This design comes from an exercise in tuning for small area on the open sky130 flow, not from production work.
The RTL was checked by simulation tests, not by an equivalence proof against the original design.
Power figures rest on the tool's default switching activity, not on a simulated workload.

==> flow/design.v <==
`default_nettype none
package motion_pkg;
    localparam int FRAME_WIDTH  = 320;
    localparam int FRAME_HEIGHT = 240;
    localparam int P1_RED_MIN = 11;
    localparam int P1_GB_MAX  = 2;
    localparam int P2_WHITE_MIN = 13;
    localparam int DIV_CYCLES = 24;
    localparam int DIV_CNT_W  = $clog2(DIV_CYCLES);
    localparam int WINDOW_UPDATES = 8;
    localparam int WIN_CNT_W      = $clog2(WINDOW_UPDATES);
    localparam int PUNCH_DX_MIN = 'h40;
    localparam int PUNCH_DY_MAX = 'h30;
    localparam int KICK_DY_MIN  = 'h40;
    localparam int KICK_DX_MAX  = 'h30;
    localparam logic [1:0] DIV_IDLE = 2'd0;
    localparam logic [1:0] DIV_RUN  = 2'd1;
    localparam logic [1:0] DIV_DONE = 2'd2;
endpackage
`default_nettype wire
`timescale 1ns/1ps
`default_nettype none
module motion_tracker_top (
    input  wire logic        clk_65mhz,
    input  wire logic        reset_8frame_delta_values,
    input  wire logic [29:0] pixel,
    input  wire logic        frame_end,
    output logic             gesture_valid,
    output logic [1:0]       p1_gesture,
    output logic [1:0]       p2_gesture,
    output logic [27:0]      p1_motion,
    output logic [27:0]      p2_motion
);
    function automatic logic [24:0] radd24(input logic [23:0] a, input logic [23:0] b,
                                           input logic ci);
        logic [24:0] r;
        logic        c;
        c = ci;
        for (int i = 0; i < 24; i++) begin
            r[i] = a[i] ^ b[i] ^ c;
            c    = (a[i] & b[i]) | (a[i] & c) | (b[i] & c);
        end
        r[24] = c;
        radd24 = r;
    endfunction
    wire rst = reset_8frame_delta_values;
    wire fe  = frame_end;
    wire [3:0] pr = pixel[11:8];
    wire [3:0] pg = pixel[7:4];
    wire [3:0] pb = pixel[3:0];
    wire       take = pixel[29] & ~fe & ~rst;
    wire       is1  = take & (pr > 4'd11) & (pg < 4'd2) & (pb < 4'd2);
    wire       is2  = take & (pr > 4'd13) & (pg > 4'd13) & (pb > 4'd13);
    wire [8:0] mx   = 9'd319 - pixel[28:20];
    wire [7:0] my   = pixel[19:12];
    wire       clr  = rst | fe;
    logic [15:0] n1, n2;
    logic [23:0] sx1, sy1, sx2, sy2;
    logic        cx1, cy1, cx2, cy2;
    wire [24:0] ax1 = radd24({15'd0, sx1[8:0]}, {15'd0, mx & {9{is1}}}, 1'b0);
    wire [24:0] ay1 = radd24({16'd0, sy1[7:0]}, {16'd0, my & {8{is1}}}, 1'b0);
    wire [24:0] ax2 = radd24({15'd0, sx2[8:0]}, {15'd0, mx & {9{is2}}}, 1'b0);
    wire [24:0] ay2 = radd24({16'd0, sy2[7:0]}, {16'd0, my & {8{is2}}}, 1'b0);
    wire [24:0] hx1 = radd24({9'd0, sx1[23:9]}, 24'd0, cx1);
    wire [24:0] hy1 = radd24({8'd0, sy1[23:8]}, 24'd0, cy1);
    wire [24:0] hx2 = radd24({9'd0, sx2[23:9]}, 24'd0, cx2);
    wire [24:0] hy2 = radd24({8'd0, sy2[23:8]}, 24'd0, cy2);
    wire [23:0] fx1 = {hx1[14:0], sx1[8:0]};
    wire [23:0] fy1 = {hy1[15:0], sy1[7:0]};
    wire [23:0] fx2 = {hx2[14:0], sx2[8:0]};
    wire [23:0] fy2 = {hy2[15:0], sy2[7:0]};
    always_ff @(posedge clk_65mhz) begin
        n1  <= 16'(radd24({8'd0, n1 & {16{~clr}}}, 24'd0, is1));
        n2  <= 16'(radd24({8'd0, n2 & {16{~clr}}}, 24'd0, is2));
        sx1 <= {hx1[14:0], ax1[8:0]} & {24{~clr}};
        sy1 <= {hy1[15:0], ay1[7:0]} & {24{~clr}};
        sx2 <= {hx2[14:0], ax2[8:0]} & {24{~clr}};
        sy2 <= {hy2[15:0], ay2[7:0]} & {24{~clr}};
        cx1 <= ax1[9] & ~clr;
        cy1 <= ay1[8] & ~clr;
        cx2 <= ax2[9] & ~clr;
        cy2 <= ay2[8] & ~clr;
    end
    logic [95:0] chain;
    logic [15:0] d1, d2;
    logic [15:0] rem;
    logic [8:0]  quo;
    logic [6:0]  k;         
    logic [2:0]  wcnt;      
    always_ff @(posedge clk_65mhz) begin
        chain <= fe ? {fx1, fy1, fx2, fy2} : {chain[94:0], 1'b0};
        if (fe) begin
            d1 <= n1;
            d2 <= n2;
        end
    end
    logic first;            
    logic den2;             
    logic proc;             
    logic pres;             
    logic out_ld;           
    wire [15:0] den   = den2 ? d2 : d1;
    wire [16:0] trial = {first ? 16'd0 : rem, chain[95]};
    wire [24:0] dlo   = radd24({15'd0, trial[8:0]}, {15'h7fff, ~den[8:0]}, 1'b1);
    wire [24:0] dh0   = radd24({16'd0, trial[16:9]}, {16'hffff, 1'b1, ~den[15:9]}, 1'b0);
    wire [24:0] dh1   = radd24({16'd0, trial[16:9]}, {16'hffff, 1'b1, ~den[15:9]}, 1'b1);
    wire        c9    = dlo[24];
    wire [7:0]  dhi   = c9 ? dh1[7:0] : dh0[7:0];
    wire        ge    = c9 ? dh1[24] : dh0[24];
    wire [16:0] diff  = {dhi, dlo[8:0]};
    always_ff @(posedge clk_65mhz) begin
        rem <= ge ? diff[15:0] : trial[15:0];
        quo <= {quo[7:0], ge};
        if (rst)
            k <= '0;
        else if (fe)
            k <= 7'd1;
        else if (k == 7'd97)
            k <= '0;
        else if (k != 7'd0)
            k <= k + 7'd1;
        first  <= fe | (k == 7'd24) | (k == 7'd48) | (k == 7'd72);
        den2   <= ~fe & (k >= 7'd48);
        proc   <= ~rst & ~fe & ((k == 7'd24) | (k == 7'd48) | (k == 7'd72) | (k == 7'd96));
        pres   <= (k >= 7'd72) ? (d2 != 16'd0) : (d1 != 16'd0);
        out_ld <= ~rst & ~fe & (k == 7'd96) & (wcnt == 3'd0);
    end
    logic [8:0] lr [4];     
    logic [9:0] sr [4];     
    logic [3:0] hr;         
    logic       gv;
    logic [9:0] ox1, ox2;
    logic [8:0] oy1, oy2;
    wire       win_end  = (wcnt == 3'd0);
    wire       win_first = (wcnt == 3'd1);
    wire       h        = hr[0];
    wire [8:0] newl     = pres ? quo : lr[0];
    wire [24:0] dvs     = radd24({15'd0, newl}, {15'h7fff, ~sr[0][8:0]}, 1'b1);
    wire [9:0] dv       = {~dvs[24], dvs[8:0]};
    wire [24:0] lts     = radd24({15'd0, quo}, {15'h7fff, ~lr[0]}, 1'b1);
    wire       lt       = ~lts[24];
    wire [24:0] mgs     = radd24({15'd0, dv[8:0] ^ {9{dv[9]}}}, 24'd0, dv[9]);
    wire [8:0] mag      = mgs[8:0];
    wire       neg      = dv[9] | ((dv == 10'd0) & pres & lt);
    wire [9:0] res      = h ? {neg, mag} : 10'd0;
    wire [9:0] stv      = !h ? {1'b0, quo} : (win_first ? {1'b0, lr[0]} : sr[0]);
    wire [9:0] snew     = win_end ? res : stv;
    always_ff @(posedge clk_65mhz) begin
        if (rst)
            wcnt <= '0;
        else if (fe)
            wcnt <= wcnt + 3'd1;
        if (proc) begin
            lr[0] <= lr[1];
            lr[1] <= lr[2];
            lr[2] <= lr[3];
            lr[3] <= newl;
            sr[0] <= sr[1];
            sr[1] <= sr[2];
            sr[2] <= sr[3];
            sr[3] <= snew;
        end
        if (rst)
            hr <= '0;
        else if (proc)
            hr <= {h | pres, hr[3:1]};
        gv <= out_ld & ~rst;
        if (rst) begin
            ox1 <= '0;
            oy1 <= '0;
            ox2 <= '0;
            oy2 <= '0;
        end else if (out_ld) begin
            ox1 <= sr[1];
            oy1 <= {sr[2][9], sr[2][7:0]};
            ox2 <= sr[3];
            oy2 <= {snew[9], snew[7:0]};
        end
    end
    function automatic logic [1:0] classify(input logic [8:0] mx_, input logic [7:0] my_);
        logic [1:0] g;
        g[1] = (mx_ > 9'h40) && (my_ < 8'h30);
        g[0] = (my_ > 8'h40) && (mx_ < 9'h30);
        classify = g;
    endfunction
    assign gesture_valid = gv;
    assign p1_motion     = {ox1[9], 4'd0, ox1[8:0], oy1[8], 5'd0, oy1[7:0]};
    assign p2_motion     = {ox2[9], 4'd0, ox2[8:0], oy2[8], 5'd0, oy2[7:0]};
    assign p1_gesture    = classify(ox1[8:0], oy1[7:0]);
    assign p2_gesture    = classify(ox2[8:0], oy2[7:0]);
endmodule
`default_nettype wire
Settings: LEC_CHECK=0, CAP_MARGIN=20, CORE_MARGIN=2, CORE_UTILIZATION=40, CTS_CLUSTER_DIAMETER=80, CTS_CLUSTER_SIZE=30, SLEW_MARGIN=20; clock period 7.0 ns.
run.sh (not shown) runs the stock make flow with config.mk's settings and CLKGATE_MAP_FILE= SYNTH_SCRIPT=/design/flow/synth_recipe.tcl, a recipe that flattens the netlist after the stock synthesis.
Then changed:
==> flow/flow/run.sh (new file) <==
#!/bin/bash
set -e
export CTS_ARGS="-sink_clustering_enable -repair_clock_nets -sink_clustering_size 30 -sink_clustering_max_diameter 80 -dont_use_dummy_load"
export BUFFER_PORTS_ARGS="-buffer_cell sky130_fd_sc_hd__buf_1"
bash standard.sh > standard.log 2>&1
==> flow/standard.sh (new file) <==
#!/bin/bash
# synth_recipe.tcl (not shown) runs the flow's synth.tcl, then flattens the netlist and writes it again
# the make line also repeats each setting of config.mk as NAME=value (left out here)
make -C /OpenROAD-flow-scripts/flow DESIGN_CONFIG=/design/flow/config.mk WORK_HOME=/design/flow/orfs CLKGATE_MAP_FILE= SYNTH_SCRIPT=/design/flow/synth_recipe.tcl "${@:-finish}"
--- a/flow/config.mk
+++ b/flow/config.mk
@@ -10,4 +10,2 @@
 export CORE_UTILIZATION = 40
-export CTS_CLUSTER_DIAMETER = 80
-export CTS_CLUSTER_SIZE = 30
 export SLEW_MARGIN = 20
removed: flow/run.sh
After rerunning: The new run produced a clean layout. Count of clock-buffer cells in the layout is lower by 6. Utilization is lower by 1.3 points. Cell count is lower by 0.62%. Clock power is lower by about 8%. Area after synthesis does not change.

========
Setup of the reference run:
motion_tracker_top, a different RTL version from the one above (not shown whole).
For scale: about 380 flip-flops.
==> flow/config.mk <==
export PLATFORM = sky130hd
export DESIGN_NAME = motion_tracker_top
export DESIGN_NICKNAME = motion_tracker_top
export VERILOG_FILES = /design/flow/design.v
export SDC_FILE = /design/flow/constraint.sdc
export NUM_CORES = 4
export LEC_CHECK = 0
export ABC_AREA = 1
export CAP_MARGIN = 20
export CORE_MARGIN = 2
export CORE_UTILIZATION = 40
export SLEW_MARGIN = 20
==> flow/constraint.sdc <==
create_clock -name core_clock -period 7.0 [get_ports {clk_65mhz}]
set_input_delay 1.4000 -clock core_clock [delete_from_list [all_inputs] [get_ports {clk_65mhz}]]
set_output_delay 1.4000 -clock core_clock [all_outputs]
set_load 0.01 [all_outputs]
standard.sh (not shown) runs the stock make flow with config.mk's settings and CLKGATE_MAP_FILE= SYNTH_SCRIPT=/design/flow/synth_recipe.tcl, a recipe that flattens the netlist after the stock synthesis.
==> flow/flow/run.sh <==
#!/bin/bash
set -e
export CTS_ARGS="-sink_clustering_enable -repair_clock_nets -sink_clustering_size 18 -sink_clustering_max_diameter 70 -dont_use_dummy_load -buf_list {sky130_fd_sc_hd__clkbuf_8}"
export BUFFER_PORTS_ARGS="-buffer_cell sky130_fd_sc_hd__buf_1"
export SKIP_REPAIR_TIE_FANOUT=1
bash standard.sh > standard.log 2>&1
Having completed the whole flow, the reference run delivered a layout that passed the timing, design-rule and antenna checks.
### the reference run -> the trial run
# the reference run
export LEC_CHECK = 0
export ABC_AREA = 1
export CAP_MARGIN = 20
export CORE_MARGIN = 2
export CORE_UTILIZATION = 40
export SLEW_MARGIN = 20
create_clock -name core_clock -period 7.0 [get_ports {clk_65mhz}]
# the trial run
export LEC_CHECK = 0
export ABC_AREA = 1
export CAP_MARGIN = 20
export CORE_MARGIN = 2
export CORE_UTILIZATION = 75
export SLEW_MARGIN = 20
create_clock -name core_clock -period 7.0 [get_ports {clk_65mhz}]
In the trial run relative to the reference run, count of clock buffers in the final design had gone down by more than 10%. In terms of maximum cell stage delay along the critical path, the reference run and the trial run differ only marginally. Taking the reference run as the reference point, the routing usage on met1 of the trial run rises by 16 points. [compare] base=the reference run new=the trial run: share of total power consumed by net switching shows a reduction of 0.24 points, die area shows a reduction of 46%, share of the core filled with cells shows an increase of 35 points. The trial run — minimum hold slack 0.043 ns higher, the reference run as reference. The trial run vs the reference run: area of placed instances down. Taking the reference run as the reference point, the maximum number of pins on one net before global-route repair of the trial run falls by 18.

[separate check: timing with driven ports]
The flow's constraints put no driver on any port. The routed layouts listed below were extracted and timed again, unchanged, in two steps. Step 1 (the two cells are an assumption about what drives the block):
set clk [get_ports {clk_65mhz}]
set_driving_cell -lib_cell sky130_fd_sc_hd__clkbuf_16 $clk
set_driving_cell -lib_cell sky130_fd_sc_hd__buf_2 [delete_from_list [all_inputs] $clk]
Step 2 adds t to the input delays and takes it off the output delays; t is the mean of the earliest and latest rising clock arrival at the registers after step 1. Input paths then give back, and output paths get back, about the clock's delay inside the block. Three values: no drivers, after step 1, after step 2; two values: the first two.
| run | t (ns) | slack for setup (ns) | slew at the worst register clock pin (ns) | pins driven straight from the clock port |
|---|---|---|---|---|
| the first run of note 1 | 0.584 | 0.611 / 0.611 / 0.611 | 0.11 / 0.11 | 1 |
| the second run of note 1 | 0.570 | 0.756 / 0.756 / 0.756 | 0.11 / 0.11 | 1 |
| the reference run | 0.623 | 0.746 / 0.746 / 0.746 | 0.11 / 0.11 | 1 |
| the trial run | 0.609 | 0.785 / 0.785 / 0.785 | 0.12 / 0.12 | 1 |
After both steps every run listed still meets setup and hold.
